Background: an optimization exercise with open tools, aiming at small area, a short achievable clock period and few clock cycles. Do not read the settings as production practice.
Function was not checked in any run shown here: the RTL went through the layout flow alone.

==> flow/design.v, too long to show whole: its modules and the start of the top module <==
// module mul_stage1: 1240 lines
// module mul_stage2: 314 lines
// module mac_engine: 16 lines
// module attn_top: 200 lines
module attn_top (
  input  logic clk,
  input  logic reset_n,
  input  logic dut_valid,
  output logic dut_ready,
  output logic [16-1:0] sram_input_read_address,
  input  logic [32-1:0] sram_input_read_data,
  output logic [16-1:0] sram_weight_read_address,
  input  logic [32-1:0] sram_weight_read_data,
  output logic [16-1:0] sram_result_read_address,
  input  logic [32-1:0] sram_result_read_data,
  output logic                    sram_result_write_enable,
  output logic [16-1:0] sram_result_write_address,
  output logic [32-1:0] sram_result_write_data,
  output logic [16-1:0] sram_scratchpad_read_address,
  input  logic [32-1:0] sram_scratchpad_read_data,
  output logic                    sram_scratchpad_write_enable,
  output logic [16-1:0] sram_scratchpad_write_address,
  output logic [32-1:0] sram_scratchpad_write_data
);
  // ...
==> flow/flow/run.sh <==
#!/bin/bash
set -euo pipefail
export BUFFER_PORTS_ARGS="-buffer_cell sky130_fd_sc_hd__buf_2"
export SETUP_SLACK_MARGIN=11.75
bash standard.sh > standard.log 2>&1
==> flow/standard.sh <==
#!/bin/bash
# synth_recipe.tcl (not shown) runs the flow's synth.tcl, then flattens the netlist and writes it again
# the make line also repeats each setting of config.mk as NAME=value (left out here)
make -C /OpenROAD-flow-scripts/flow DESIGN_CONFIG=/design/flow/config.mk WORK_HOME=/design/flow/orfs CLKGATE_MAP_FILE= SYNTH_SCRIPT=/design/flow/synth_recipe.tcl "${@:-finish}"
==> flow/config.mk <==
export PLATFORM = sky130hd
export DESIGN_NAME = attn_top
export DESIGN_NICKNAME = attn_top
export VERILOG_FILES = /design/flow/design.v
export SDC_FILE = /design/flow/constraint.sdc
export NUM_CORES = 4
export LEC_CHECK = 0
export ABC_AREA = 1
export CAP_MARGIN = 20
export CORE_MARGIN = 2
export CORE_UTILIZATION = 40
export SLEW_MARGIN = 20
==> flow/constraint.sdc <==
create_clock -name core_clock -period 16.0 [get_ports {clk}]
set_input_delay 3.2000 -clock core_clock [delete_from_list [all_inputs] [get_ports {clk}]]
set_output_delay 3.2000 -clock core_clock [all_outputs]
set_load 0.01 [all_outputs]
==> load_flow_metrics.sql, run 1 <==
INSERT INTO impl_metrics (metric_group, metric, value, unit) VALUES
('outcome', 'status', 'timing/DRC/antenna clean', ''),
('clock_network', 'postCtsSetupRepairBufs', '83', ''),
('finish', 'n_all_inverters', '523', ''),
('logic_synthesis', 'combinational_family_with_the_most_area_after_synthesis', 'adder cells', ''),
('logic_synthesis', 'yosys.area_share.adder', '20.7', '%'),
('global_route', 'global_route.usage.met1', '30.4', '%'),
('global_route', 'first_global_vias', '20467', ''),
('sta', 'fin_setup_tns', '0', 'ns'),
('logic_synthesis', 'synth_xor_area_share', '11.7', '%'),
('route', 'drt_pre_antenna_iters', '5', ''),
('global_route', 'first_pass_grt_wire_length', '116000', 'µm'),
('clock_network', 'cts-htree-levels', '2', ''),
('hold_path', 'worst_min_delay_path_category', 'reg -> reg', ''),
('logic_synthesis', 'syn_area', '25800', 'µm²'),
('finish', 'multi_input_area_share', '49.2', '%'),
('global_route', 'globalRouteMet2Util', '35.3', '%'),
('clock_network', 'clock_path_buffers', '3', ''),
('worst_setup_path', 'critPathCapture', 'dut_ready', ''),
('clock_network', 'cts_tree', 'done', ''),
('hold_path', 'worstHoldPathCells', '0', ''),
('global_route', 'grt.overflow.total', '0', ''),
('logic_synthesis', 'synth_flop_cell', 'sky130_fd_sc_hd__dfxtp_1', ''),
('sta', 'transition_at_the_pin_with_the_smallest_max_transition_slack', '1.08', 'ns'),
('worst_setup_path', 'cell_with_the_largest_stage_delay_on_the_worst_path', 'sky130_fd_sc_hd__dfstp_2', ''),
('placed_design', 'port_buffers', '277', ''),
('clock_network', 'cts-buffers-inserted', '41', ''),
('logic_synthesis', 'yosysMostFrequentCell', 'sky130_fd_sc_hd__inv_1', ''),
('logic_synthesis', 'syn_inst', '3010', ''),
('floorplanning', 'rows', '93', ''),
('route', 'detailroute.wirelength.met2', '34200', 'µm'),
('finish', 'finish.net_count', '3688', '');
==> module mul_stage2, before the edit <==
module mul_stage2 (input logic [91:0] r, input logic [31:0] acc, output logic [31:0] y);
  logic [31:0] s, c;
  wire t1;
  wire t2;
  wire t3;
  wire t4;
  wire t5;
  wire t6;
  wire t7;
  wire t8;
  wire t9;
  wire t10;
  wire t11;
  wire t12;
  wire t13;
  wire t14;
  wire t15;
  wire t16;
  wire t17;
  wire t18;
  wire t19;
  wire t20;
  wire t21;
  wire t22;
  wire t23;
  wire t24;
  wire t25;
  wire t26;
  wire t27;
  wire t28;
  wire t29;
  wire t30;
  wire t31;
  wire t32;
  wire t33;
  wire t34;
  wire t35;
  wire t36;
  wire t37;
  wire t38;
  wire t39;
  wire t40;
  wire t41;
  wire t42;
  wire t43;
  wire t44;
  wire t45;
  wire t46;
  wire t47;
  wire t48;
  wire t49;
  wire t50;
  wire t51;
  wire t52;
  wire t53;
  wire t54;
  wire t55;
  wire t56;
  wire t57;
  wire t58;
  wire t59;
  wire t60;
  wire t61;
  wire t62;
  wire t63;
  wire t64;
  wire t65;
  wire t66;
  wire t67;
  wire t68;
  wire t69;
  wire t70;
  wire t71;
  wire t72;
  wire t73;
  wire t74;
  wire t75;
  wire t76;
  wire t77;
  wire t78;
  wire t79;
  wire t80;
  wire t81;
  wire t82;
  wire t83;
  wire t84;
  wire t85;
  wire t86;
  wire t87;
  wire t88;
  wire t89;
  wire t90;
  wire t91;
  wire t92;
  wire t93;
  wire t94;
  wire t95;
  wire t96;
  wire t97;
  wire t98;
  wire t99;
  wire t100;
  wire t101;
  wire t102;
  wire t103;
  wire t104;
  wire t105;
  wire t106;
  wire t107;
  wire t108;
  wire t109;
  wire t110;
  wire t111;
  wire t112;
  wire t113;
  wire t114;
  wire t115;
  wire t116;
  wire t117;
  wire t118;
  wire t119;
  wire t120;
  wire t121;
  wire t122;
  wire t123;
  wire t124;
  assign t1 = r[3] ^ r[4];
  assign t2 = r[3] & r[4];
  assign t3 = r[6] ^ r[7];
  assign t4 = r[6] & r[7];
  assign t5 = r[8] ^ r[9] ^ r[10];
  assign t6 = (r[8] & r[9]) | (r[8] & r[10]) | (r[9] & r[10]);
  assign t7 = r[11] ^ r[12] ^ r[13];
  assign t8 = (r[11] & r[12]) | (r[11] & r[13]) | (r[12] & r[13]);
  assign t9 = r[14] ^ r[15] ^ r[16];
  assign t10 = (r[14] & r[15]) | (r[14] & r[16]) | (r[15] & r[16]);
  assign t11 = r[17] ^ r[18] ^ r[19];
  assign t12 = (r[17] & r[18]) | (r[17] & r[19]) | (r[18] & r[19]);
  assign t13 = r[20] ^ r[21] ^ r[22];
  assign t14 = (r[20] & r[21]) | (r[20] & r[22]) | (r[21] & r[22]);
  assign t15 = r[23] ^ r[24] ^ r[25];
  assign t16 = (r[23] & r[24]) | (r[23] & r[25]) | (r[24] & r[25]);
  assign t17 = r[26] ^ r[27] ^ r[28];
  assign t18 = (r[26] & r[27]) | (r[26] & r[28]) | (r[27] & r[28]);
  assign t19 = r[29] ^ r[30] ^ r[31];
  assign t20 = (r[29] & r[30]) | (r[29] & r[31]) | (r[30] & r[31]);
  assign t21 = r[32] ^ r[33] ^ r[34];
  assign t22 = (r[32] & r[33]) | (r[32] & r[34]) | (r[33] & r[34]);
  assign t23 = r[35] ^ r[36] ^ r[37];
  assign t24 = (r[35] & r[36]) | (r[35] & r[37]) | (r[36] & r[37]);
  assign t25 = r[38] ^ r[39] ^ r[40];
  assign t26 = (r[38] & r[39]) | (r[38] & r[40]) | (r[39] & r[40]);
  assign t27 = r[41] ^ r[42] ^ r[43];
  assign t28 = (r[41] & r[42]) | (r[41] & r[43]) | (r[42] & r[43]);
  assign t29 = r[44] ^ r[45] ^ r[46];
  assign t30 = (r[44] & r[45]) | (r[44] & r[46]) | (r[45] & r[46]);
  assign t31 = r[47] ^ r[48] ^ r[49];
  assign t32 = (r[47] & r[48]) | (r[47] & r[49]) | (r[48] & r[49]);
  assign t33 = r[50] ^ r[51] ^ r[52];
  assign t34 = (r[50] & r[51]) | (r[50] & r[52]) | (r[51] & r[52]);
  assign t35 = r[53] ^ r[54] ^ r[55];
  assign t36 = (r[53] & r[54]) | (r[53] & r[55]) | (r[54] & r[55]);
  assign t37 = r[56] ^ r[57] ^ r[58];
  assign t38 = (r[56] & r[57]) | (r[56] & r[58]) | (r[57] & r[58]);
  assign t39 = r[59] ^ r[60] ^ r[61];
  assign t40 = (r[59] & r[60]) | (r[59] & r[61]) | (r[60] & r[61]);
  assign t41 = r[62] ^ r[63] ^ r[64];
  assign t42 = (r[62] & r[63]) | (r[62] & r[64]) | (r[63] & r[64]);
  assign t43 = r[65] ^ r[66] ^ r[67];
  assign t44 = (r[65] & r[66]) | (r[65] & r[67]) | (r[66] & r[67]);
  assign t45 = r[68] ^ r[69] ^ r[70];
  assign t46 = (r[68] & r[69]) | (r[68] & r[70]) | (r[69] & r[70]);
  assign t47 = r[71] ^ r[72] ^ r[73];
  assign t48 = (r[71] & r[72]) | (r[71] & r[73]) | (r[72] & r[73]);
  assign t49 = r[74] ^ r[75] ^ r[76];
  assign t50 = (r[74] & r[75]) | (r[74] & r[76]) | (r[75] & r[76]);
  assign t51 = r[77] ^ r[78] ^ r[79];
  assign t52 = (r[77] & r[78]) | (r[77] & r[79]) | (r[78] & r[79]);
  assign t53 = r[80] ^ r[81] ^ r[82];
  assign t54 = (r[80] & r[81]) | (r[80] & r[82]) | (r[81] & r[82]);
  assign t55 = r[83] ^ r[84] ^ r[85];
  assign t56 = (r[83] & r[84]) | (r[83] & r[85]) | (r[84] & r[85]);
  assign t57 = r[86] ^ r[87] ^ r[88];
  assign t58 = (r[86] & r[87]) | (r[86] & r[88]) | (r[87] & r[88]);
  assign t59 = r[89] ^ r[90] ^ r[91];
  assign t61 = r[0] ^ r[1];
  assign t62 = r[0] & r[1];
  assign t63 = r[2] ^ acc[1];
  assign t64 = r[2] & acc[1];
  assign t65 = t1 ^ r[5] ^ acc[2];
  assign t66 = (t1 & r[5]) | (t1 & acc[2]) | (r[5] & acc[2]);
  assign t67 = t2 ^ t3 ^ acc[3];
  assign t68 = (t2 & t3) | (t2 & acc[3]) | (t3 & acc[3]);
  assign t69 = t4 ^ t5 ^ acc[4];
  assign t70 = (t4 & t5) | (t4 & acc[4]) | (t5 & acc[4]);
  assign t71 = t6 ^ t7 ^ acc[5];
  assign t72 = (t6 & t7) | (t6 & acc[5]) | (t7 & acc[5]);
  assign t73 = t8 ^ t9 ^ acc[6];
  assign t74 = (t8 & t9) | (t8 & acc[6]) | (t9 & acc[6]);
  assign t75 = t10 ^ t11 ^ acc[7];
  assign t76 = (t10 & t11) | (t10 & acc[7]) | (t11 & acc[7]);
  assign t77 = t12 ^ t13 ^ acc[8];
  assign t78 = (t12 & t13) | (t12 & acc[8]) | (t13 & acc[8]);
  assign t79 = t14 ^ t15 ^ acc[9];
  assign t80 = (t14 & t15) | (t14 & acc[9]) | (t15 & acc[9]);
  assign t81 = t16 ^ t17 ^ acc[10];
  assign t82 = (t16 & t17) | (t16 & acc[10]) | (t17 & acc[10]);
  assign t83 = t18 ^ t19 ^ acc[11];
  assign t84 = (t18 & t19) | (t18 & acc[11]) | (t19 & acc[11]);
  assign t85 = t20 ^ t21 ^ acc[12];
  assign t86 = (t20 & t21) | (t20 & acc[12]) | (t21 & acc[12]);
  assign t87 = t22 ^ t23 ^ acc[13];
  assign t88 = (t22 & t23) | (t22 & acc[13]) | (t23 & acc[13]);
  assign t89 = t24 ^ t25 ^ acc[14];
  assign t90 = (t24 & t25) | (t24 & acc[14]) | (t25 & acc[14]);
  assign t91 = t26 ^ t27 ^ acc[15];
  assign t92 = (t26 & t27) | (t26 & acc[15]) | (t27 & acc[15]);
  assign t93 = t28 ^ t29 ^ acc[16];
  assign t94 = (t28 & t29) | (t28 & acc[16]) | (t29 & acc[16]);
  assign t95 = t30 ^ t31 ^ acc[17];
  assign t96 = (t30 & t31) | (t30 & acc[17]) | (t31 & acc[17]);
  assign t97 = t32 ^ t33 ^ acc[18];
  assign t98 = (t32 & t33) | (t32 & acc[18]) | (t33 & acc[18]);
  assign t99 = t34 ^ t35 ^ acc[19];
  assign t100 = (t34 & t35) | (t34 & acc[19]) | (t35 & acc[19]);
  assign t101 = t36 ^ t37 ^ acc[20];
  assign t102 = (t36 & t37) | (t36 & acc[20]) | (t37 & acc[20]);
  assign t103 = t38 ^ t39 ^ acc[21];
  assign t104 = (t38 & t39) | (t38 & acc[21]) | (t39 & acc[21]);
  assign t105 = t40 ^ t41 ^ acc[22];
  assign t106 = (t40 & t41) | (t40 & acc[22]) | (t41 & acc[22]);
  assign t107 = t42 ^ t43 ^ acc[23];
  assign t108 = (t42 & t43) | (t42 & acc[23]) | (t43 & acc[23]);
  assign t109 = t44 ^ t45 ^ acc[24];
  assign t110 = (t44 & t45) | (t44 & acc[24]) | (t45 & acc[24]);
  assign t111 = t46 ^ t47 ^ acc[25];
  assign t112 = (t46 & t47) | (t46 & acc[25]) | (t47 & acc[25]);
  assign t113 = t48 ^ t49 ^ acc[26];
  assign t114 = (t48 & t49) | (t48 & acc[26]) | (t49 & acc[26]);
  assign t115 = t50 ^ t51 ^ acc[27];
  assign t116 = (t50 & t51) | (t50 & acc[27]) | (t51 & acc[27]);
  assign t117 = t52 ^ t53 ^ acc[28];
  assign t118 = (t52 & t53) | (t52 & acc[28]) | (t53 & acc[28]);
  assign t119 = t54 ^ t55 ^ acc[29];
  assign t120 = (t54 & t55) | (t54 & acc[29]) | (t55 & acc[29]);
  assign t121 = t56 ^ t57 ^ acc[30];
  assign t122 = (t56 & t57) | (t56 & acc[30]) | (t57 & acc[30]);
  assign t123 = t58 ^ t59 ^ acc[31];
  assign s[0] = t61;
  assign c[0] = acc[0];
  assign s[1] = t62;
  assign c[1] = t63;
  assign s[2] = t64;
  assign c[2] = t65;
  assign s[3] = t66;
  assign c[3] = t67;
  assign s[4] = t68;
  assign c[4] = t69;
  assign s[5] = t70;
  assign c[5] = t71;
  assign s[6] = t72;
  assign c[6] = t73;
  assign s[7] = t74;
  assign c[7] = t75;
  assign s[8] = t76;
  assign c[8] = t77;
  assign s[9] = t78;
  assign c[9] = t79;
  assign s[10] = t80;
  assign c[10] = t81;
  assign s[11] = t82;
  assign c[11] = t83;
  assign s[12] = t84;
  assign c[12] = t85;
  assign s[13] = t86;
  assign c[13] = t87;
  assign s[14] = t88;
  assign c[14] = t89;
  assign s[15] = t90;
  assign c[15] = t91;
  assign s[16] = t92;
  assign c[16] = t93;
  assign s[17] = t94;
  assign c[17] = t95;
  assign s[18] = t96;
  assign c[18] = t97;
  assign s[19] = t98;
  assign c[19] = t99;
  assign s[20] = t100;
  assign c[20] = t101;
  assign s[21] = t102;
  assign c[21] = t103;
  assign s[22] = t104;
  assign c[22] = t105;
  assign s[23] = t106;
  assign c[23] = t107;
  assign s[24] = t108;
  assign c[24] = t109;
  assign s[25] = t110;
  assign c[25] = t111;
  assign s[26] = t112;
  assign c[26] = t113;
  assign s[27] = t114;
  assign c[27] = t115;
  assign s[28] = t116;
  assign c[28] = t117;
  assign s[29] = t118;
  assign c[29] = t119;
  assign s[30] = t120;
  assign c[30] = t121;
  assign s[31] = t122;
  assign c[31] = t123;
  assign y = s + c;
endmodule
==> module mac_engine, before the edit <==
module mac_engine (
  input  logic        clk,
  input  logic [31:0] a,
  input  logic [31:0] b,
  input  logic        first,
  output logic [31:0] acc
);
  logic [91:0] r, r_d;
  logic [31:0] sum;
  mul_stage1 u_s1 (.a(a), .b(b), .r(r_d));
  mul_stage2 u_s2 (.r(r), .acc(first ? 32'd0 : acc), .y(sum));
  always_ff @(posedge clk) begin
    r <= r_d;
    acc <= sum;
  end
endmodule
==> run 2, diff against run 1 <==
--- a/flow/design.v
+++ b/flow/design.v
@@ -14,17 +14,17 @@
     COPY       
   } job_kind_t;
 endpackage
 package attn_mem_pkg;
   typedef logic [16-1:0] sram_addr_t;
   localparam sram_addr_t DIMS_ADDR = 16'd0;
   localparam sram_addr_t WEIGHT_BASE = 16'd1;
 endpackage
-module mul_stage1 (input logic [31:0] a, input logic [31:0] b, output logic [91:0] r);
+module mul_stage1 (input logic [31:0] a, input logic [31:0] b, output logic [118:0] r);
   wire one0 = b[0] ^ 1'b0;
   wire two0 = (b[1] & ~b[0] & ~1'b0) | (~b[1] & b[0] & 1'b0);
   wire neg0 = b[1];
   wire p0_0 = ((one0 & a[0]) | (two0 & 1'b0)) ^ neg0;
   wire p0_1 = ((one0 & a[1]) | (two0 & a[0])) ^ neg0;
   wire p0_2 = ((one0 & a[2]) | (two0 & a[1])) ^ neg0;
   wire p0_3 = ((one0 & a[3]) | (two0 & a[2])) ^ neg0;
   wire p0_4 = ((one0 & a[4]) | (two0 & a[3])) ^ neg0;
@@ -699,72 +699,16 @@
   wire t357;
   wire t358;
   wire t359;
   wire t360;
   wire t361;
   wire t362;
   wire t363;
   wire t364;
-  wire t365;
-  wire t366;
-  wire t367;
-  wire t368;
-  wire t369;
-  wire t370;
-  wire t371;
-  wire t372;
-  wire t373;
-  wire t374;
-  wire t375;
-  wire t376;
-  wire t377;
-  wire t378;
-  wire t379;
-  wire t380;
-  wire t381;
-  wire t382;
-  wire t383;
-  wire t384;
-  wire t385;
-  wire t386;
-  wire t387;
-  wire t388;
-  wire t389;
-  wire t390;
-  wire t391;
-  wire t392;
-  wire t393;
-  wire t394;
-  wire t395;
-  wire t396;
-  wire t397;
-  wire t398;
-  wire t399;
-  wire t400;
-  wire t401;
-  wire t402;
-  wire t403;
-  wire t404;
-  wire t405;
-  wire t406;
-  wire t407;
-  wire t408;
-  wire t409;
-  wire t410;
-  wire t411;
-  wire t412;
-  wire t413;
-  wire t414;
-  wire t415;
-  wire t416;
-  wire t417;
-  wire t418;
-  wire t419;
-  wire t420;
   assign t1 = p0_24 ^ p1_22;
   assign t2 = p0_24 & p1_22;
   assign t3 = p0_25 ^ p1_23;
   assign t4 = p0_25 & p1_23;
   assign t5 = p0_26 ^ p1_24 ^ p2_22;
   assign t6 = (p0_26 & p1_24) | (p0_26 & p2_22) | (p1_24 & p2_22);
   assign t7 = p3_20 ^ p4_18;
   assign t8 = p3_20 & p4_18;
@@ -1106,165 +1050,137 @@
   assign t355 = t247 ^ t249 ^ t251;
   assign t356 = (t247 & t249) | (t247 & t251) | (t249 & t251);
   assign t357 = t248 ^ t250 ^ t252;
   assign t358 = (t248 & t250) | (t248 & t252) | (t250 & t252);
   assign t359 = t253 ^ t255 ^ t257;
   assign t360 = (t253 & t255) | (t253 & t257) | (t255 & t257);
   assign t361 = t254 ^ t256 ^ t258;
   assign t363 = t259 ^ t261 ^ t263;
-  assign t365 = p0_4 ^ p1_2;
-  assign t366 = p0_4 & p1_2;
-  assign t367 = p0_5 ^ p1_3;
-  assign t368 = p0_5 & p1_3;
-  assign t369 = t265 ^ p2_2 ^ p3_0;
-  assign t370 = (t265 & p2_2) | (t265 & p3_0) | (p2_2 & p3_0);
-  assign t371 = t266 ^ t267 ^ p2_3;
-  assign t372 = (t266 & t267) | (t266 & p2_3) | (t267 & p2_3);
-  assign t373 = t268 ^ t269 ^ t271;
-  assign t374 = (t268 & t269) | (t268 & t271) | (t269 & t271);
-  assign t375 = t270 ^ t272 ^ t273;
-  assign t376 = (t270 & t272) | (t270 & t273) | (t272 & t273);
-  assign t377 = t274 ^ t276 ^ t277;
-  assign t378 = (t274 & t276) | (t274 & t277) | (t276 & t277);
-  assign t379 = t278 ^ t280 ^ t281;
-  assign t380 = (t278 & t280) | (t278 & t281) | (t280 & t281);
-  assign t381 = t282 ^ t284 ^ t285;
-  assign t382 = (t282 & t284) | (t282 & t285) | (t284 & t285);
-  assign t383 = t286 ^ t288 ^ t289;
-  assign t384 = (t286 & t288) | (t286 & t289) | (t288 & t289);
-  assign t385 = t290 ^ t292 ^ t293;
-  assign t386 = (t290 & t292) | (t290 & t293) | (t292 & t293);
-  assign t387 = t294 ^ t296 ^ t297;
-  assign t388 = (t294 & t296) | (t294 & t297) | (t296 & t297);
-  assign t389 = t298 ^ t300 ^ t301;
-  assign t390 = (t298 & t300) | (t298 & t301) | (t300 & t301);
-  assign t391 = t302 ^ t304 ^ t305;
-  assign t392 = (t302 & t304) | (t302 & t305) | (t304 & t305);
-  assign t393 = t306 ^ t308 ^ t309;
-  assign t394 = (t306 & t308) | (t306 & t309) | (t308 & t309);
-  assign t395 = t310 ^ t312 ^ t313;
-  assign t396 = (t310 & t312) | (t310 & t313) | (t312 & t313);
-  assign t397 = t314 ^ t316 ^ t317;
-  assign t398 = (t314 & t316) | (t314 & t317) | (t316 & t317);
-  assign t399 = t318 ^ t320 ^ t321;
-  assign t400 = (t318 & t320) | (t318 & t321) | (t320 & t321);
-  assign t401 = t322 ^ t324 ^ t325;
-  assign t402 = (t322 & t324) | (t322 & t325) | (t324 & t325);
-  assign t403 = t326 ^ t328 ^ t329;
-  assign t404 = (t326 & t328) | (t326 & t329) | (t328 & t329);
-  assign t405 = t330 ^ t332 ^ t333;
-  assign t406 = (t330 & t332) | (t330 & t333) | (t332 & t333);
-  assign t407 = t334 ^ t336 ^ t337;
-  assign t408 = (t334 & t336) | (t334 & t337) | (t336 & t337);
-  assign t409 = t338 ^ t340 ^ t341;
-  assign t410 = (t338 & t340) | (t338 & t341) | (t340 & t341);
-  assign t411 = t342 ^ t344 ^ t345;
-  assign t412 = (t342 & t344) | (t342 & t345) | (t344 & t345);
-  assign t413 = t346 ^ t348 ^ t349;
-  assign t414 = (t346 & t348) | (t346 & t349) | (t348 & t349);
-  assign t415 = t350 ^ t352 ^ t353;
-  assign t416 = (t350 & t352) | (t350 & t353) | (t352 & t353);
-  assign t417 = t354 ^ t356 ^ t357;
-  assign t418 = (t354 & t356) | (t354 & t357) | (t356 & t357);
-  assign t419 = t358 ^ t360 ^ t361;
   assign r[0] = p0_0;
   assign r[1] = neg0;
   assign r[2] = p0_1;
   assign r[3] = p0_2;
   assign r[4] = p1_0;
   assign r[5] = neg1;
   assign r[6] = p0_3;
   assign r[7] = p1_1;
-  assign r[8] = t365;
-  assign r[9] = p2_0;
-  assign r[10] = neg2;
-  assign r[11] = t366;
-  assign r[12] = t367;
-  assign r[13] = p2_1;
-  assign r[14] = t368;
-  assign r[15] = t369;
-  assign r[16] = neg3;
-  assign r[17] = t370;
-  assign r[18] = t371;
-  assign r[19] = p3_1;
-  assign r[20] = t372;
-  assign r[21] = t373;
-  assign r[22] = neg4;
-  assign r[23] = t374;
-  assign r[24] = t375;
-  assign r[25] = t275;
-  assign r[26] = t376;
-  assign r[27] = t377;
-  assign r[28] = t279;
-  assign r[29] = t378;
-  assign r[30] = t379;
-  assign r[31] = t283;
-  assign r[32] = t380;
-  assign r[33] = t381;
-  assign r[34] = t287;
-  assign r[35] = t382;
-  assign r[36] = t383;
-  assign r[37] = t291;
-  assign r[38] = t384;
-  assign r[39] = t385;
-  assign r[40] = t295;
-  assign r[41] = t386;
-  assign r[42] = t387;
-  assign r[43] = t299;
-  assign r[44] = t388;
-  assign r[45] = t389;
-  assign r[46] = t303;
-  assign r[47] = t390;
-  assign r[48] = t391;
-  assign r[49] = t307;
-  assign r[50] = t392;
-  assign r[51] = t393;
-  assign r[52] = t311;
-  assign r[53] = t394;
-  assign r[54] = t395;
-  assign r[55] = t315;
-  assign r[56] = t396;
-  assign r[57] = t397;
-  assign r[58] = t319;
-  assign r[59] = t398;
-  assign r[60] = t399;
-  assign r[61] = t323;
-  assign r[62] = t400;
-  assign r[63] = t401;
-  assign r[64] = t327;
-  assign r[65] = t402;
-  assign r[66] = t403;
-  assign r[67] = t331;
-  assign r[68] = t404;
-  assign r[69] = t405;
-  assign r[70] = t335;
-  assign r[71] = t406;
-  assign r[72] = t407;
-  assign r[73] = t339;
-  assign r[74] = t408;
-  assign r[75] = t409;
-  assign r[76] = t343;
-  assign r[77] = t410;
-  assign r[78] = t411;
-  assign r[79] = t347;
-  assign r[80] = t412;
-  assign r[81] = t413;
-  assign r[82] = t351;
-  assign r[83] = t414;
-  assign r[84] = t415;
-  assign r[85] = t355;
-  assign r[86] = t416;
-  assign r[87] = t417;
-  assign r[88] = t359;
-  assign r[89] = t418;
-  assign r[90] = t419;
-  assign r[91] = t363;
+  assign r[8] = p0_4;
+  assign r[9] = p1_2;
+  assign r[10] = p2_0;
+  assign r[11] = neg2;
+  assign r[12] = p0_5;
+  assign r[13] = p1_3;
+  assign r[14] = p2_1;
+  assign r[15] = t265;
+  assign r[16] = p2_2;
+  assign r[17] = p3_0;
+  assign r[18] = neg3;
+  assign r[19] = t266;
+  assign r[20] = t267;
+  assign r[21] = p2_3;
+  assign r[22] = p3_1;
+  assign r[23] = t268;
+  assign r[24] = t269;
+  assign r[25] = t271;
+  assign r[26] = neg4;
+  assign r[27] = t270;
+  assign r[28] = t272;
+  assign r[29] = t273;
+  assign r[30] = t275;
+  assign r[31] = t274;
+  assign r[32] = t276;
+  assign r[33] = t277;
+  assign r[34] = t279;
+  assign r[35] = t278;
+  assign r[36] = t280;
+  assign r[37] = t281;
+  assign r[38] = t283;
+  assign r[39] = t282;
+  assign r[40] = t284;
+  assign r[41] = t285;
+  assign r[42] = t287;
+  assign r[43] = t286;
+  assign r[44] = t288;
+  assign r[45] = t289;
+  assign r[46] = t291;
+  assign r[47] = t290;
+  assign r[48] = t292;
+  assign r[49] = t293;
+  assign r[50] = t295;
+  assign r[51] = t294;
+  assign r[52] = t296;
+  assign r[53] = t297;
+  assign r[54] = t299;
+  assign r[55] = t298;
+  assign r[56] = t300;
+  assign r[57] = t301;
+  assign r[58] = t303;
+  assign r[59] = t302;
+  assign r[60] = t304;
+  assign r[61] = t305;
+  assign r[62] = t307;
+  assign r[63] = t306;
+  assign r[64] = t308;
+  assign r[65] = t309;
+  assign r[66] = t311;
+  assign r[67] = t310;
+  assign r[68] = t312;
+  assign r[69] = t313;
+  assign r[70] = t315;
+  assign r[71] = t314;
+  assign r[72] = t316;
+  assign r[73] = t317;
+  assign r[74] = t319;
+  assign r[75] = t318;
+  assign r[76] = t320;
+  assign r[77] = t321;
+  assign r[78] = t323;
+  assign r[79] = t322;
+  assign r[80] = t324;
+  assign r[81] = t325;
+  assign r[82] = t327;
+  assign r[83] = t326;
+  assign r[84] = t328;
+  assign r[85] = t329;
+  assign r[86] = t331;
+  assign r[87] = t330;
+  assign r[88] = t332;
+  assign r[89] = t333;
+  assign r[90] = t335;
+  assign r[91] = t334;
+  assign r[92] = t336;
+  assign r[93] = t337;
+  assign r[94] = t339;
+  assign r[95] = t338;
+  assign r[96] = t340;
+  assign r[97] = t341;
+  assign r[98] = t343;
+  assign r[99] = t342;
+  assign r[100] = t344;
+  assign r[101] = t345;
+  assign r[102] = t347;
+  assign r[103] = t346;
+  assign r[104] = t348;
+  assign r[105] = t349;
+  assign r[106] = t351;
+  assign r[107] = t350;
+  assign r[108] = t352;
+  assign r[109] = t353;
+  assign r[110] = t355;
+  assign r[111] = t354;
+  assign r[112] = t356;
+  assign r[113] = t357;
+  assign r[114] = t359;
+  assign r[115] = t358;
+  assign r[116] = t360;
+  assign r[117] = t361;
+  assign r[118] = t363;
 endmodule
-module mul_stage2 (input logic [91:0] r, input logic [31:0] acc, output logic [31:0] y);
+module mul_stage2 (input logic [118:0] r, input logic [31:0] acc, output logic [31:0] y);
   logic [31:0] s, c;
   wire t1;
   wire t2;
   wire t3;
   wire t4;
   wire t5;
   wire t6;
   wire t7;
@@ -1380,212 +1296,323 @@
   wire t117;
   wire t118;
   wire t119;
   wire t120;
   wire t121;
   wire t122;
   wire t123;
   wire t124;
-  assign t1 = r[3] ^ r[4];
-  assign t2 = r[3] & r[4];
-  assign t3 = r[6] ^ r[7];
-  assign t4 = r[6] & r[7];
-  assign t5 = r[8] ^ r[9] ^ r[10];
-  assign t6 = (r[8] & r[9]) | (r[8] & r[10]) | (r[9] & r[10]);
-  assign t7 = r[11] ^ r[12] ^ r[13];
-  assign t8 = (r[11] & r[12]) | (r[11] & r[13]) | (r[12] & r[13]);
-  assign t9 = r[14] ^ r[15] ^ r[16];
-  assign t10 = (r[14] & r[15]) | (r[14] & r[16]) | (r[15] & r[16]);
-  assign t11 = r[17] ^ r[18] ^ r[19];
-  assign t12 = (r[17] & r[18]) | (r[17] & r[19]) | (r[18] & r[19]);
-  assign t13 = r[20] ^ r[21] ^ r[22];
-  assign t14 = (r[20] & r[21]) | (r[20] & r[22]) | (r[21] & r[22]);
-  assign t15 = r[23] ^ r[24] ^ r[25];
-  assign t16 = (r[23] & r[24]) | (r[23] & r[25]) | (r[24] & r[25]);
-  assign t17 = r[26] ^ r[27] ^ r[28];
-  assign t18 = (r[26] & r[27]) | (r[26] & r[28]) | (r[27] & r[28]);
-  assign t19 = r[29] ^ r[30] ^ r[31];
-  assign t20 = (r[29] & r[30]) | (r[29] & r[31]) | (r[30] & r[31]);
-  assign t21 = r[32] ^ r[33] ^ r[34];
-  assign t22 = (r[32] & r[33]) | (r[32] & r[34]) | (r[33] & r[34]);
-  assign t23 = r[35] ^ r[36] ^ r[37];
-  assign t24 = (r[35] & r[36]) | (r[35] & r[37]) | (r[36] & r[37]);
-  assign t25 = r[38] ^ r[39] ^ r[40];
-  assign t26 = (r[38] & r[39]) | (r[38] & r[40]) | (r[39] & r[40]);
-  assign t27 = r[41] ^ r[42] ^ r[43];
-  assign t28 = (r[41] & r[42]) | (r[41] & r[43]) | (r[42] & r[43]);
-  assign t29 = r[44] ^ r[45] ^ r[46];
-  assign t30 = (r[44] & r[45]) | (r[44] & r[46]) | (r[45] & r[46]);
-  assign t31 = r[47] ^ r[48] ^ r[49];
-  assign t32 = (r[47] & r[48]) | (r[47] & r[49]) | (r[48] & r[49]);
-  assign t33 = r[50] ^ r[51] ^ r[52];
-  assign t34 = (r[50] & r[51]) | (r[50] & r[52]) | (r[51] & r[52]);
-  assign t35 = r[53] ^ r[54] ^ r[55];
-  assign t36 = (r[53] & r[54]) | (r[53] & r[55]) | (r[54] & r[55]);
-  assign t37 = r[56] ^ r[57] ^ r[58];
-  assign t38 = (r[56] & r[57]) | (r[56] & r[58]) | (r[57] & r[58]);
-  assign t39 = r[59] ^ r[60] ^ r[61];
-  assign t40 = (r[59] & r[60]) | (r[59] & r[61]) | (r[60] & r[61]);
-  assign t41 = r[62] ^ r[63] ^ r[64];
-  assign t42 = (r[62] & r[63]) | (r[62] & r[64]) | (r[63] & r[64]);
-  assign t43 = r[65] ^ r[66] ^ r[67];
-  assign t44 = (r[65] & r[66]) | (r[65] & r[67]) | (r[66] & r[67]);
-  assign t45 = r[68] ^ r[69] ^ r[70];
-  assign t46 = (r[68] & r[69]) | (r[68] & r[70]) | (r[69] & r[70]);
-  assign t47 = r[71] ^ r[72] ^ r[73];
-  assign t48 = (r[71] & r[72]) | (r[71] & r[73]) | (r[72] & r[73]);
-  assign t49 = r[74] ^ r[75] ^ r[76];
-  assign t50 = (r[74] & r[75]) | (r[74] & r[76]) | (r[75] & r[76]);
-  assign t51 = r[77] ^ r[78] ^ r[79];
-  assign t52 = (r[77] & r[78]) | (r[77] & r[79]) | (r[78] & r[79]);
-  assign t53 = r[80] ^ r[81] ^ r[82];
-  assign t54 = (r[80] & r[81]) | (r[80] & r[82]) | (r[81] & r[82]);
-  assign t55 = r[83] ^ r[84] ^ r[85];
-  assign t56 = (r[83] & r[84]) | (r[83] & r[85]) | (r[84] & r[85]);
-  assign t57 = r[86] ^ r[87] ^ r[88];
-  assign t58 = (r[86] & r[87]) | (r[86] & r[88]) | (r[87] & r[88]);
-  assign t59 = r[89] ^ r[90] ^ r[91];
-  assign t61 = r[0] ^ r[1];
-  assign t62 = r[0] & r[1];
-  assign t63 = r[2] ^ acc[1];
-  assign t64 = r[2] & acc[1];
-  assign t65 = t1 ^ r[5] ^ acc[2];
-  assign t66 = (t1 & r[5]) | (t1 & acc[2]) | (r[5] & acc[2]);
-  assign t67 = t2 ^ t3 ^ acc[3];
-  assign t68 = (t2 & t3) | (t2 & acc[3]) | (t3 & acc[3]);
-  assign t69 = t4 ^ t5 ^ acc[4];
-  assign t70 = (t4 & t5) | (t4 & acc[4]) | (t5 & acc[4]);
-  assign t71 = t6 ^ t7 ^ acc[5];
-  assign t72 = (t6 & t7) | (t6 & acc[5]) | (t7 & acc[5]);
-  assign t73 = t8 ^ t9 ^ acc[6];
-  assign t74 = (t8 & t9) | (t8 & acc[6]) | (t9 & acc[6]);
-  assign t75 = t10 ^ t11 ^ acc[7];
-  assign t76 = (t10 & t11) | (t10 & acc[7]) | (t11 & acc[7]);
-  assign t77 = t12 ^ t13 ^ acc[8];
-  assign t78 = (t12 & t13) | (t12 & acc[8]) | (t13 & acc[8]);
-  assign t79 = t14 ^ t15 ^ acc[9];
-  assign t80 = (t14 & t15) | (t14 & acc[9]) | (t15 & acc[9]);
-  assign t81 = t16 ^ t17 ^ acc[10];
-  assign t82 = (t16 & t17) | (t16 & acc[10]) | (t17 & acc[10]);
-  assign t83 = t18 ^ t19 ^ acc[11];
-  assign t84 = (t18 & t19) | (t18 & acc[11]) | (t19 & acc[11]);
-  assign t85 = t20 ^ t21 ^ acc[12];
-  assign t86 = (t20 & t21) | (t20 & acc[12]) | (t21 & acc[12]);
-  assign t87 = t22 ^ t23 ^ acc[13];
-  assign t88 = (t22 & t23) | (t22 & acc[13]) | (t23 & acc[13]);
-  assign t89 = t24 ^ t25 ^ acc[14];
-  assign t90 = (t24 & t25) | (t24 & acc[14]) | (t25 & acc[14]);
-  assign t91 = t26 ^ t27 ^ acc[15];
-  assign t92 = (t26 & t27) | (t26 & acc[15]) | (t27 & acc[15]);
-  assign t93 = t28 ^ t29 ^ acc[16];
-  assign t94 = (t28 & t29) | (t28 & acc[16]) | (t29 & acc[16]);
-  assign t95 = t30 ^ t31 ^ acc[17];
-  assign t96 = (t30 & t31) | (t30 & acc[17]) | (t31 & acc[17]);
-  assign t97 = t32 ^ t33 ^ acc[18];
-  assign t98 = (t32 & t33) | (t32 & acc[18]) | (t33 & acc[18]);
-  assign t99 = t34 ^ t35 ^ acc[19];
-  assign t100 = (t34 & t35) | (t34 & acc[19]) | (t35 & acc[19]);
-  assign t101 = t36 ^ t37 ^ acc[20];
-  assign t102 = (t36 & t37) | (t36 & acc[20]) | (t37 & acc[20]);
-  assign t103 = t38 ^ t39 ^ acc[21];
-  assign t104 = (t38 & t39) | (t38 & acc[21]) | (t39 & acc[21]);
-  assign t105 = t40 ^ t41 ^ acc[22];
-  assign t106 = (t40 & t41) | (t40 & acc[22]) | (t41 & acc[22]);
-  assign t107 = t42 ^ t43 ^ acc[23];
-  assign t108 = (t42 & t43) | (t42 & acc[23]) | (t43 & acc[23]);
-  assign t109 = t44 ^ t45 ^ acc[24];
-  assign t110 = (t44 & t45) | (t44 & acc[24]) | (t45 & acc[24]);
-  assign t111 = t46 ^ t47 ^ acc[25];
-  assign t112 = (t46 & t47) | (t46 & acc[25]) | (t47 & acc[25]);
-  assign t113 = t48 ^ t49 ^ acc[26];
-  assign t114 = (t48 & t49) | (t48 & acc[26]) | (t49 & acc[26]);
-  assign t115 = t50 ^ t51 ^ acc[27];
-  assign t116 = (t50 & t51) | (t50 & acc[27]) | (t51 & acc[27]);
-  assign t117 = t52 ^ t53 ^ acc[28];
-  assign t118 = (t52 & t53) | (t52 & acc[28]) | (t53 & acc[28]);
-  assign t119 = t54 ^ t55 ^ acc[29];
-  assign t120 = (t54 & t55) | (t54 & acc[29]) | (t55 & acc[29]);
-  assign t121 = t56 ^ t57 ^ acc[30];
-  assign t122 = (t56 & t57) | (t56 & acc[30]) | (t57 & acc[30]);
-  assign t123 = t58 ^ t59 ^ acc[31];
-  assign s[0] = t61;
+  wire t125;
+  wire t126;
+  wire t127;
+  wire t128;
+  wire t129;
+  wire t130;
+  wire t131;
+  wire t132;
+  wire t133;
+  wire t134;
+  wire t135;
+  wire t136;
+  wire t137;
+  wire t138;
+  wire t139;
+  wire t140;
+  wire t141;
+  wire t142;
+  wire t143;
+  wire t144;
+  wire t145;
+  wire t146;
+  wire t147;
+  wire t148;
+  wire t149;
+  wire t150;
+  wire t151;
+  wire t152;
+  wire t153;
+  wire t154;
+  wire t155;
+  wire t156;
+  wire t157;
+  wire t158;
+  wire t159;
+  wire t160;
+  wire t161;
+  wire t162;
+  wire t163;
+  wire t164;
+  wire t165;
+  wire t166;
+  wire t167;
+  wire t168;
+  wire t169;
+  wire t170;
+  wire t171;
+  wire t172;
+  wire t173;
+  wire t174;
+  wire t175;
+  wire t176;
+  wire t177;
+  wire t178;
+  wire t179;
+  wire t180;
+  assign t1 = r[8] ^ r[9];
+  assign t2 = r[8] & r[9];
+  assign t3 = r[12] ^ r[13];
+  assign t4 = r[12] & r[13];
+  assign t5 = r[15] ^ r[16] ^ r[17];
+  assign t6 = (r[15] & r[16]) | (r[15] & r[17]) | (r[16] & r[17]);
+  assign t7 = r[19] ^ r[20] ^ r[21];
+  assign t8 = (r[19] & r[20]) | (r[19] & r[21]) | (r[20] & r[21]);
+  assign t9 = r[23] ^ r[24] ^ r[25];
+  assign t10 = (r[23] & r[24]) | (r[23] & r[25]) | (r[24] & r[25]);
+  assign t11 = r[27] ^ r[28] ^ r[29];
+  assign t12 = (r[27] & r[28]) | (r[27] & r[29]) | (r[28] & r[29]);
+  assign t13 = r[31] ^ r[32] ^ r[33];
+  assign t14 = (r[31] & r[32]) | (r[31] & r[33]) | (r[32] & r[33]);
+  assign t15 = r[35] ^ r[36] ^ r[37];
+  assign t16 = (r[35] & r[36]) | (r[35] & r[37]) | (r[36] & r[37]);
+  assign t17 = r[39] ^ r[40] ^ r[41];
+  assign t18 = (r[39] & r[40]) | (r[39] & r[41]) | (r[40] & r[41]);
+  assign t19 = r[43] ^ r[44] ^ r[45];
+  assign t20 = (r[43] & r[44]) | (r[43] & r[45]) | (r[44] & r[45]);
+  assign t21 = r[47] ^ r[48] ^ r[49];
+  assign t22 = (r[47] & r[48]) | (r[47] & r[49]) | (r[48] & r[49]);
+  assign t23 = r[51] ^ r[52] ^ r[53];
+  assign t24 = (r[51] & r[52]) | (r[51] & r[53]) | (r[52] & r[53]);
+  assign t25 = r[55] ^ r[56] ^ r[57];
+  assign t26 = (r[55] & r[56]) | (r[55] & r[57]) | (r[56] & r[57]);
+  assign t27 = r[59] ^ r[60] ^ r[61];
+  assign t28 = (r[59] & r[60]) | (r[59] & r[61]) | (r[60] & r[61]);
+  assign t29 = r[63] ^ r[64] ^ r[65];
+  assign t30 = (r[63] & r[64]) | (r[63] & r[65]) | (r[64] & r[65]);
+  assign t31 = r[67] ^ r[68] ^ r[69];
+  assign t32 = (r[67] & r[68]) | (r[67] & r[69]) | (r[68] & r[69]);
+  assign t33 = r[71] ^ r[72] ^ r[73];
+  assign t34 = (r[71] & r[72]) | (r[71] & r[73]) | (r[72] & r[73]);
+  assign t35 = r[75] ^ r[76] ^ r[77];
+  assign t36 = (r[75] & r[76]) | (r[75] & r[77]) | (r[76] & r[77]);
+  assign t37 = r[79] ^ r[80] ^ r[81];
+  assign t38 = (r[79] & r[80]) | (r[79] & r[81]) | (r[80] & r[81]);
+  assign t39 = r[83] ^ r[84] ^ r[85];
+  assign t40 = (r[83] & r[84]) | (r[83] & r[85]) | (r[84] & r[85]);
+  assign t41 = r[87] ^ r[88] ^ r[89];
+  assign t42 = (r[87] & r[88]) | (r[87] & r[89]) | (r[88] & r[89]);
+  assign t43 = r[91] ^ r[92] ^ r[93];
+  assign t44 = (r[91] & r[92]) | (r[91] & r[93]) | (r[92] & r[93]);
+  assign t45 = r[95] ^ r[96] ^ r[97];
+  assign t46 = (r[95] & r[96]) | (r[95] & r[97]) | (r[96] & r[97]);
+  assign t47 = r[99] ^ r[100] ^ r[101];
+  assign t48 = (r[99] & r[100]) | (r[99] & r[101]) | (r[100] & r[101]);
+  assign t49 = r[103] ^ r[104] ^ r[105];
+  assign t50 = (r[103] & r[104]) | (r[103] & r[105]) | (r[104] & r[105]);
+  assign t51 = r[107] ^ r[108] ^ r[109];
+  assign t52 = (r[107] & r[108]) | (r[107] & r[109]) | (r[108] & r[109]);
+  assign t53 = r[111] ^ r[112] ^ r[113];
+  assign t54 = (r[111] & r[112]) | (r[111] & r[113]) | (r[112] & r[113]);
+  assign t55 = r[115] ^ r[116] ^ r[117];
+  assign t57 = r[3] ^ r[4];
+  assign t58 = r[3] & r[4];
+  assign t59 = r[6] ^ r[7];
+  assign t60 = r[6] & r[7];
+  assign t61 = t1 ^ r[10] ^ r[11];
+  assign t62 = (t1 & r[10]) | (t1 & r[11]) | (r[10] & r[11]);
+  assign t63 = t2 ^ t3 ^ r[14];
+  assign t64 = (t2 & t3) | (t2 & r[14]) | (t3 & r[14]);
+  assign t65 = t4 ^ t5 ^ r[18];
+  assign t66 = (t4 & t5) | (t4 & r[18]) | (t5 & r[18]);
+  assign t67 = t6 ^ t7 ^ r[22];
+  assign t68 = (t6 & t7) | (t6 & r[22]) | (t7 & r[22]);
+  assign t69 = t8 ^ t9 ^ r[26];
+  assign t70 = (t8 & t9) | (t8 & r[26]) | (t9 & r[26]);
+  assign t71 = t10 ^ t11 ^ r[30];
+  assign t72 = (t10 & t11) | (t10 & r[30]) | (t11 & r[30]);
+  assign t73 = t12 ^ t13 ^ r[34];
+  assign t74 = (t12 & t13) | (t12 & r[34]) | (t13 & r[34]);
+  assign t75 = t14 ^ t15 ^ r[38];
+  assign t76 = (t14 & t15) | (t14 & r[38]) | (t15 & r[38]);
+  assign t77 = t16 ^ t17 ^ r[42];
+  assign t78 = (t16 & t17) | (t16 & r[42]) | (t17 & r[42]);
+  assign t79 = t18 ^ t19 ^ r[46];
+  assign t80 = (t18 & t19) | (t18 & r[46]) | (t19 & r[46]);
+  assign t81 = t20 ^ t21 ^ r[50];
+  assign t82 = (t20 & t21) | (t20 & r[50]) | (t21 & r[50]);
+  assign t83 = t22 ^ t23 ^ r[54];
+  assign t84 = (t22 & t23) | (t22 & r[54]) | (t23 & r[54]);
+  assign t85 = t24 ^ t25 ^ r[58];
+  assign t86 = (t24 & t25) | (t24 & r[58]) | (t25 & r[58]);
+  assign t87 = t26 ^ t27 ^ r[62];
+  assign t88 = (t26 & t27) | (t26 & r[62]) | (t27 & r[62]);
+  assign t89 = t28 ^ t29 ^ r[66];
+  assign t90 = (t28 & t29) | (t28 & r[66]) | (t29 & r[66]);
+  assign t91 = t30 ^ t31 ^ r[70];
+  assign t92 = (t30 & t31) | (t30 & r[70]) | (t31 & r[70]);
+  assign t93 = t32 ^ t33 ^ r[74];
+  assign t94 = (t32 & t33) | (t32 & r[74]) | (t33 & r[74]);
+  assign t95 = t34 ^ t35 ^ r[78];
+  assign t96 = (t34 & t35) | (t34 & r[78]) | (t35 & r[78]);
+  assign t97 = t36 ^ t37 ^ r[82];
+  assign t98 = (t36 & t37) | (t36 & r[82]) | (t37 & r[82]);
+  assign t99 = t38 ^ t39 ^ r[86];
+  assign t100 = (t38 & t39) | (t38 & r[86]) | (t39 & r[86]);
+  assign t101 = t40 ^ t41 ^ r[90];
+  assign t102 = (t40 & t41) | (t40 & r[90]) | (t41 & r[90]);
+  assign t103 = t42 ^ t43 ^ r[94];
+  assign t104 = (t42 & t43) | (t42 & r[94]) | (t43 & r[94]);
+  assign t105 = t44 ^ t45 ^ r[98];
+  assign t106 = (t44 & t45) | (t44 & r[98]) | (t45 & r[98]);
+  assign t107 = t46 ^ t47 ^ r[102];
+  assign t108 = (t46 & t47) | (t46 & r[102]) | (t47 & r[102]);
+  assign t109 = t48 ^ t49 ^ r[106];
+  assign t110 = (t48 & t49) | (t48 & r[106]) | (t49 & r[106]);
+  assign t111 = t50 ^ t51 ^ r[110];
+  assign t112 = (t50 & t51) | (t50 & r[110]) | (t51 & r[110]);
+  assign t113 = t52 ^ t53 ^ r[114];
+  assign t114 = (t52 & t53) | (t52 & r[114]) | (t53 & r[114]);
+  assign t115 = t54 ^ t55 ^ r[118];
+  assign t117 = r[0] ^ r[1];
+  assign t118 = r[0] & r[1];
+  assign t119 = r[2] ^ acc[1];
+  assign t120 = r[2] & acc[1];
+  assign t121 = t57 ^ r[5] ^ acc[2];
+  assign t122 = (t57 & r[5]) | (t57 & acc[2]) | (r[5] & acc[2]);
+  assign t123 = t58 ^ t59 ^ acc[3];
+  assign t124 = (t58 & t59) | (t58 & acc[3]) | (t59 & acc[3]);
+  assign t125 = t60 ^ t61 ^ acc[4];
+  assign t126 = (t60 & t61) | (t60 & acc[4]) | (t61 & acc[4]);
+  assign t127 = t62 ^ t63 ^ acc[5];
+  assign t128 = (t62 & t63) | (t62 & acc[5]) | (t63 & acc[5]);
+  assign t129 = t64 ^ t65 ^ acc[6];
+  assign t130 = (t64 & t65) | (t64 & acc[6]) | (t65 & acc[6]);
+  assign t131 = t66 ^ t67 ^ acc[7];
+  assign t132 = (t66 & t67) | (t66 & acc[7]) | (t67 & acc[7]);
+  assign t133 = t68 ^ t69 ^ acc[8];
+  assign t134 = (t68 & t69) | (t68 & acc[8]) | (t69 & acc[8]);
+  assign t135 = t70 ^ t71 ^ acc[9];
+  assign t136 = (t70 & t71) | (t70 & acc[9]) | (t71 & acc[9]);
+  assign t137 = t72 ^ t73 ^ acc[10];
+  assign t138 = (t72 & t73) | (t72 & acc[10]) | (t73 & acc[10]);
+  assign t139 = t74 ^ t75 ^ acc[11];
+  assign t140 = (t74 & t75) | (t74 & acc[11]) | (t75 & acc[11]);
+  assign t141 = t76 ^ t77 ^ acc[12];
+  assign t142 = (t76 & t77) | (t76 & acc[12]) | (t77 & acc[12]);
+  assign t143 = t78 ^ t79 ^ acc[13];
+  assign t144 = (t78 & t79) | (t78 & acc[13]) | (t79 & acc[13]);
+  assign t145 = t80 ^ t81 ^ acc[14];
+  assign t146 = (t80 & t81) | (t80 & acc[14]) | (t81 & acc[14]);
+  assign t147 = t82 ^ t83 ^ acc[15];
+  assign t148 = (t82 & t83) | (t82 & acc[15]) | (t83 & acc[15]);
+  assign t149 = t84 ^ t85 ^ acc[16];
+  assign t150 = (t84 & t85) | (t84 & acc[16]) | (t85 & acc[16]);
+  assign t151 = t86 ^ t87 ^ acc[17];
+  assign t152 = (t86 & t87) | (t86 & acc[17]) | (t87 & acc[17]);
+  assign t153 = t88 ^ t89 ^ acc[18];
+  assign t154 = (t88 & t89) | (t88 & acc[18]) | (t89 & acc[18]);
+  assign t155 = t90 ^ t91 ^ acc[19];
+  assign t156 = (t90 & t91) | (t90 & acc[19]) | (t91 & acc[19]);
+  assign t157 = t92 ^ t93 ^ acc[20];
+  assign t158 = (t92 & t93) | (t92 & acc[20]) | (t93 & acc[20]);
+  assign t159 = t94 ^ t95 ^ acc[21];
+  assign t160 = (t94 & t95) | (t94 & acc[21]) | (t95 & acc[21]);
+  assign t161 = t96 ^ t97 ^ acc[22];
+  assign t162 = (t96 & t97) | (t96 & acc[22]) | (t97 & acc[22]);
+  assign t163 = t98 ^ t99 ^ acc[23];
+  assign t164 = (t98 & t99) | (t98 & acc[23]) | (t99 & acc[23]);
+  assign t165 = t100 ^ t101 ^ acc[24];
+  assign t166 = (t100 & t101) | (t100 & acc[24]) | (t101 & acc[24]);
+  assign t167 = t102 ^ t103 ^ acc[25];
+  assign t168 = (t102 & t103) | (t102 & acc[25]) | (t103 & acc[25]);
+  assign t169 = t104 ^ t105 ^ acc[26];
+  assign t170 = (t104 & t105) | (t104 & acc[26]) | (t105 & acc[26]);
+  assign t171 = t106 ^ t107 ^ acc[27];
+  assign t172 = (t106 & t107) | (t106 & acc[27]) | (t107 & acc[27]);
+  assign t173 = t108 ^ t109 ^ acc[28];
+  assign t174 = (t108 & t109) | (t108 & acc[28]) | (t109 & acc[28]);
+  assign t175 = t110 ^ t111 ^ acc[29];
+  assign t176 = (t110 & t111) | (t110 & acc[29]) | (t111 & acc[29]);
+  assign t177 = t112 ^ t113 ^ acc[30];
+  assign t178 = (t112 & t113) | (t112 & acc[30]) | (t113 & acc[30]);
+  assign t179 = t114 ^ t115 ^ acc[31];
+  assign s[0] = t117;
   assign c[0] = acc[0];
-  assign s[1] = t62;
-  assign c[1] = t63;
-  assign s[2] = t64;
-  assign c[2] = t65;
-  assign s[3] = t66;
-  assign c[3] = t67;
-  assign s[4] = t68;
-  assign c[4] = t69;
-  assign s[5] = t70;
-  assign c[5] = t71;
-  assign s[6] = t72;
-  assign c[6] = t73;
-  assign s[7] = t74;
-  assign c[7] = t75;
-  assign s[8] = t76;
-  assign c[8] = t77;
-  assign s[9] = t78;
-  assign c[9] = t79;
-  assign s[10] = t80;
-  assign c[10] = t81;
-  assign s[11] = t82;
-  assign c[11] = t83;
-  assign s[12] = t84;
-  assign c[12] = t85;
-  assign s[13] = t86;
-  assign c[13] = t87;
-  assign s[14] = t88;
-  assign c[14] = t89;
-  assign s[15] = t90;
-  assign c[15] = t91;
-  assign s[16] = t92;
-  assign c[16] = t93;
-  assign s[17] = t94;
-  assign c[17] = t95;
-  assign s[18] = t96;
-  assign c[18] = t97;
-  assign s[19] = t98;
-  assign c[19] = t99;
-  assign s[20] = t100;
-  assign c[20] = t101;
-  assign s[21] = t102;
-  assign c[21] = t103;
-  assign s[22] = t104;
-  assign c[22] = t105;
-  assign s[23] = t106;
-  assign c[23] = t107;
-  assign s[24] = t108;
-  assign c[24] = t109;
-  assign s[25] = t110;
-  assign c[25] = t111;
-  assign s[26] = t112;
-  assign c[26] = t113;
-  assign s[27] = t114;
-  assign c[27] = t115;
-  assign s[28] = t116;
-  assign c[28] = t117;
-  assign s[29] = t118;
-  assign c[29] = t119;
-  assign s[30] = t120;
-  assign c[30] = t121;
-  assign s[31] = t122;
-  assign c[31] = t123;
+  assign s[1] = t118;
+  assign c[1] = t119;
+  assign s[2] = t120;
+  assign c[2] = t121;
+  assign s[3] = t122;
+  assign c[3] = t123;
+  assign s[4] = t124;
+  assign c[4] = t125;
+  assign s[5] = t126;
+  assign c[5] = t127;
+  assign s[6] = t128;
+  assign c[6] = t129;
+  assign s[7] = t130;
+  assign c[7] = t131;
+  assign s[8] = t132;
+  assign c[8] = t133;
+  assign s[9] = t134;
+  assign c[9] = t135;
+  assign s[10] = t136;
+  assign c[10] = t137;
+  assign s[11] = t138;
+  assign c[11] = t139;
+  assign s[12] = t140;
+  assign c[12] = t141;
+  assign s[13] = t142;
+  assign c[13] = t143;
+  assign s[14] = t144;
+  assign c[14] = t145;
+  assign s[15] = t146;
+  assign c[15] = t147;
+  assign s[16] = t148;
+  assign c[16] = t149;
+  assign s[17] = t150;
+  assign c[17] = t151;
+  assign s[18] = t152;
+  assign c[18] = t153;
+  assign s[19] = t154;
+  assign c[19] = t155;
+  assign s[20] = t156;
+  assign c[20] = t157;
+  assign s[21] = t158;
+  assign c[21] = t159;
+  assign s[22] = t160;
+  assign c[22] = t161;
+  assign s[23] = t162;
+  assign c[23] = t163;
+  assign s[24] = t164;
+  assign c[24] = t165;
+  assign s[25] = t166;
+  assign c[25] = t167;
+  assign s[26] = t168;
+  assign c[26] = t169;
+  assign s[27] = t170;
+  assign c[27] = t171;
+  assign s[28] = t172;
+  assign c[28] = t173;
+  assign s[29] = t174;
+  assign c[29] = t175;
+  assign s[30] = t176;
+  assign c[30] = t177;
+  assign s[31] = t178;
+  assign c[31] = t179;
   assign y = s + c;
 endmodule
 module mac_engine (
   input  logic        clk,
   input  logic [31:0] a,
   input  logic [31:0] b,
   input  logic        first,
   output logic [31:0] acc
 );
-  logic [91:0] r, r_d;
+  logic [118:0] r, r_d;
   logic [31:0] sum;
   mul_stage1 u_s1 (.a(a), .b(b), .r(r_d));
   mul_stage2 u_s2 (.r(r), .acc(first ? 32'd0 : acc), .y(sum));
   always_ff @(posedge clk) begin
     r <= r_d;
     acc <= sum;
   end
 endmodule
==> run 2 against run 1 <==
Compared with the run above:
- hold slack better by 0.0032 ns
- register-to-register slack improved by 0.08 ns
- setup slack better by 0.023 ns
- global-route usage fell by 0.37 points
- clock skew shrank 0.0043 ns
- maximum frequency increased by 0.51%
- critical path type unchanged
- critical endpoint unchanged
==> load_flow_metrics.sql, run 2 <==
INSERT INTO impl_metrics (metric_group, metric, value, unit) VALUES
('finish', 'finish.net_count', '3594', ''),
('run', 'reported_max_cap_violation_count', '0', ''),
('finish', 'final_common_cell', 'sky130_fd_sc_hd__nand2_1', ''),
('outcome', 'status', 'timing/DRC/antenna clean', ''),
('placed_design', 'post-dp-hpwl', '54600', 'µm'),
('logic_synthesis', 'yosysMostFrequentCell', 'sky130_fd_sc_hd__nand2_1', ''),
('floorplanning', 'die_h', '258', 'µm'),
('worst_setup_path', 'ff2ff_setup_slack', '11.96', 'ns'),
('clock_network', 'clk_pin_slew_worst_paths', '0.06', 'ns'),
('sta', 'postLayoutSetupSlackWorst', '11.53', 'ns'),
('logic_synthesis', 'syn_inst', '2936', ''),
('logic_synthesis', 'synth_flop_cell', 'sky130_fd_sc_hd__dfxtp_1', ''),
('worst_setup_path', 'cell_with_the_largest_stage_delay_on_the_worst_path', 'sky130_fd_sc_hd__dfstp_2', ''),
('placed_design', 'port_buffers', '277', ''),
('logic_synthesis', 'synthesis.yosys.warnings', '2', ''),
('logic_synthesis', 'async_reset_ff_share', '5.51', '%'),
('floorplanning', 'die_outline_area', '66800', 'µm²'),
('sta', 'fin_setup_tns', '0', 'ns'),
('route', 'detailroute.wirelength.met2', '33900', 'µm'),
('sta', 'maxSlewHeadroom', '27.8', '%'),
('clock_network', 'numClockSinks', '363', ''),
('global_route', 'grt.overflow.total', '0', ''),
('floorplanning', 'rows', '93', ''),
('worst_setup_path', 'regToRegStartpoint', 'op_b[13]', ''),
('global_route', 'first_pass_grt_wire_length', '115000', 'µm'),
('route', 'drt_pre_antenna_iters', '5', ''),
('clock_network', 'clock_path_buffers', '3', ''),
('sta', 'transition_at_the_pin_with_the_smallest_max_transition_slack', '1.08', 'ns'),
('global_route', 'maximum_number_of_pins_on_one_net_before_global_route_repair', '65', ''),
('global_route', 'first_global_vias', '20198', ''),
('clock_network', 'cts-buffers-inserted', '42', ''),
('hold_path', 'worstHoldPathCells', '0', ''),
('logic_synthesis', 'synth_enable_flop_cells', '68', ''),
('placed_design', 'gp_routability_congestion', '0.912', ''),
('logic_synthesis', 'syn_area', '25900', 'µm²'),
('sta', 'timing.clock.skew', '0.0362', 'ns'),
('logic_synthesis', 'ys_top_cells_by_area', 'sky130_fd_sc_hd__dfxtp_1 (21%), sky130_fd_sc_hd__fa_1 (17%), sky130_fd_sc_hd__xor2_1 (10%)', ''),
('worst_setup_path', 'crit_type', 'reg -> out', ''),
('clock_network', 'number_of_hold_buffers_added_after_cts', '0', ''),
('logic_synthesis', 'yosysTopAreaCell', 'sky130_fd_sc_hd__dfxtp_1', ''),
('clock_network', 'cts-htree-levels', '2', ''),
('route', 'route.final.wire_length', '74000', 'µm'),
('floorplanning', 'floorplan.core_area', '64200', 'µm²'),
('logic_synthesis', 'synth_area_per_cell', '8.82', 'µm²'),
('clock_network', 'cts_tree', 'done', ''),
('logic_synthesis', 'yosysTopAreaCellShare', '21.3', '%'),
('hold_path', 'worst_min_delay_path_category', 'reg -> reg', '');
-- run 2: per-layer routing --
metal	vias to the layer above	global-route usage [%]
li1	9929	-
met1	9756	30.2
met2	751	35.5
met3	140	2.69
met4	2	8.08
met5	-	0
-- run 2: final cells by class --
cell class / instances / area (µm²)
clock buffer: 57 / 1170
clock inverter: 20 / 251
fill: 6097 / 33400
inverter: 397 / 1530
multi-input combinational: 1978 / 15300
sequential: 363 / 8310
tap: 855 / 1070
timing repair buffer: 384 / 3120
timing repair inverter: 3 / 15.0
-- run 2: stage by stage --
| stage | hold WS [ns] | area (µm²) | cells | utilization (%) |
|---|---|---|---|---|
| final | 0.327 | 30800 | 4057 | 48.0 |
| after global routing | 0.329 | 30800 | 4057 | 48.0 |
| after CTS | 0.326 | 30600 | 4037 | 47.6 |
| after detailed placement | 0.312 | 27400 | 3883 | 42.6 |
| after global placement | 0.311 | 27400 | 3883 | 42.6 |
| after floorplan | 0.310 | 26000 | 2951 | - |
-- run 2: kinds of logic after synthesis --
kind of cell | Yosys count | share of synthesized area, %
other | 1 | 0.0145
buffers and inverters | 610 | 10.3
AO/OA/AOI/OAI | 467 | 10.7
adder cells (fa/ha/maj) | 294 | 20.6
XOR/XNOR | 334 | 11.3
flip-flops | 363 | 31.1
multiplexers | 64 | 2.78
AND/OR/NAND/NOR | 803 | 13.2
-- run 2: worst max-delay path by stage --
stage | start | endpoint | slack, ns | cells after the start
after floorplan | dut_valid | a_row[0] | 11.71 | 5
final | dut_ready | dut_ready | 11.53 | 1
after global routing | dut_ready | dut_ready | 11.49 | 1
after detailed placement | dut_valid | b_start[6] | 11.27 | 6
after global placement | dut_valid | b_start[6] | 11.32 | 6
after CTS | dut_ready | dut_ready | 11.48 | 1
-- run 2: repair_timing --
action / CTS / global route
resized for setup: 303 / 24
gates cloned: 1 / 2
setup endpoints to repair: 176 / 187
buffers inserted: 76 / 18

[port drivers added, routing unchanged]
The results above use ideal ports. As a check the final layouts listed here were re-extracted and re-timed, cells and wires unchanged.
Step 1: set_driving_cell puts a clkbuf_16 on clk and a buf_2 on each other input, an assumption about the parent block.
Step 2, shift: input delay + t, output delay - t, t = (earliest + latest rising clock arrival at the registers) / 2. This alone moves slack from input paths to output paths.
Slacks: no drivers / after step 1 / after step 2; pairs: no drivers / after step 1.
| run | shift t [ns] | setup WS [ns] | latest minus earliest clock arrival (ns) |
|---|---|---|---|
| run 1 | 0.651 | 11.503 / 11.444 / 11.260 | 0.041 / 0.042 |
| run 2 | 0.645 | 11.526 / 11.468 / 11.271 | 0.036 / 0.036 |
After both steps every run listed still meets setup and hold. For run 2, which loses most, drivers alone change the setup slack by -0.058 ns; drivers and shift together by -0.255 ns.
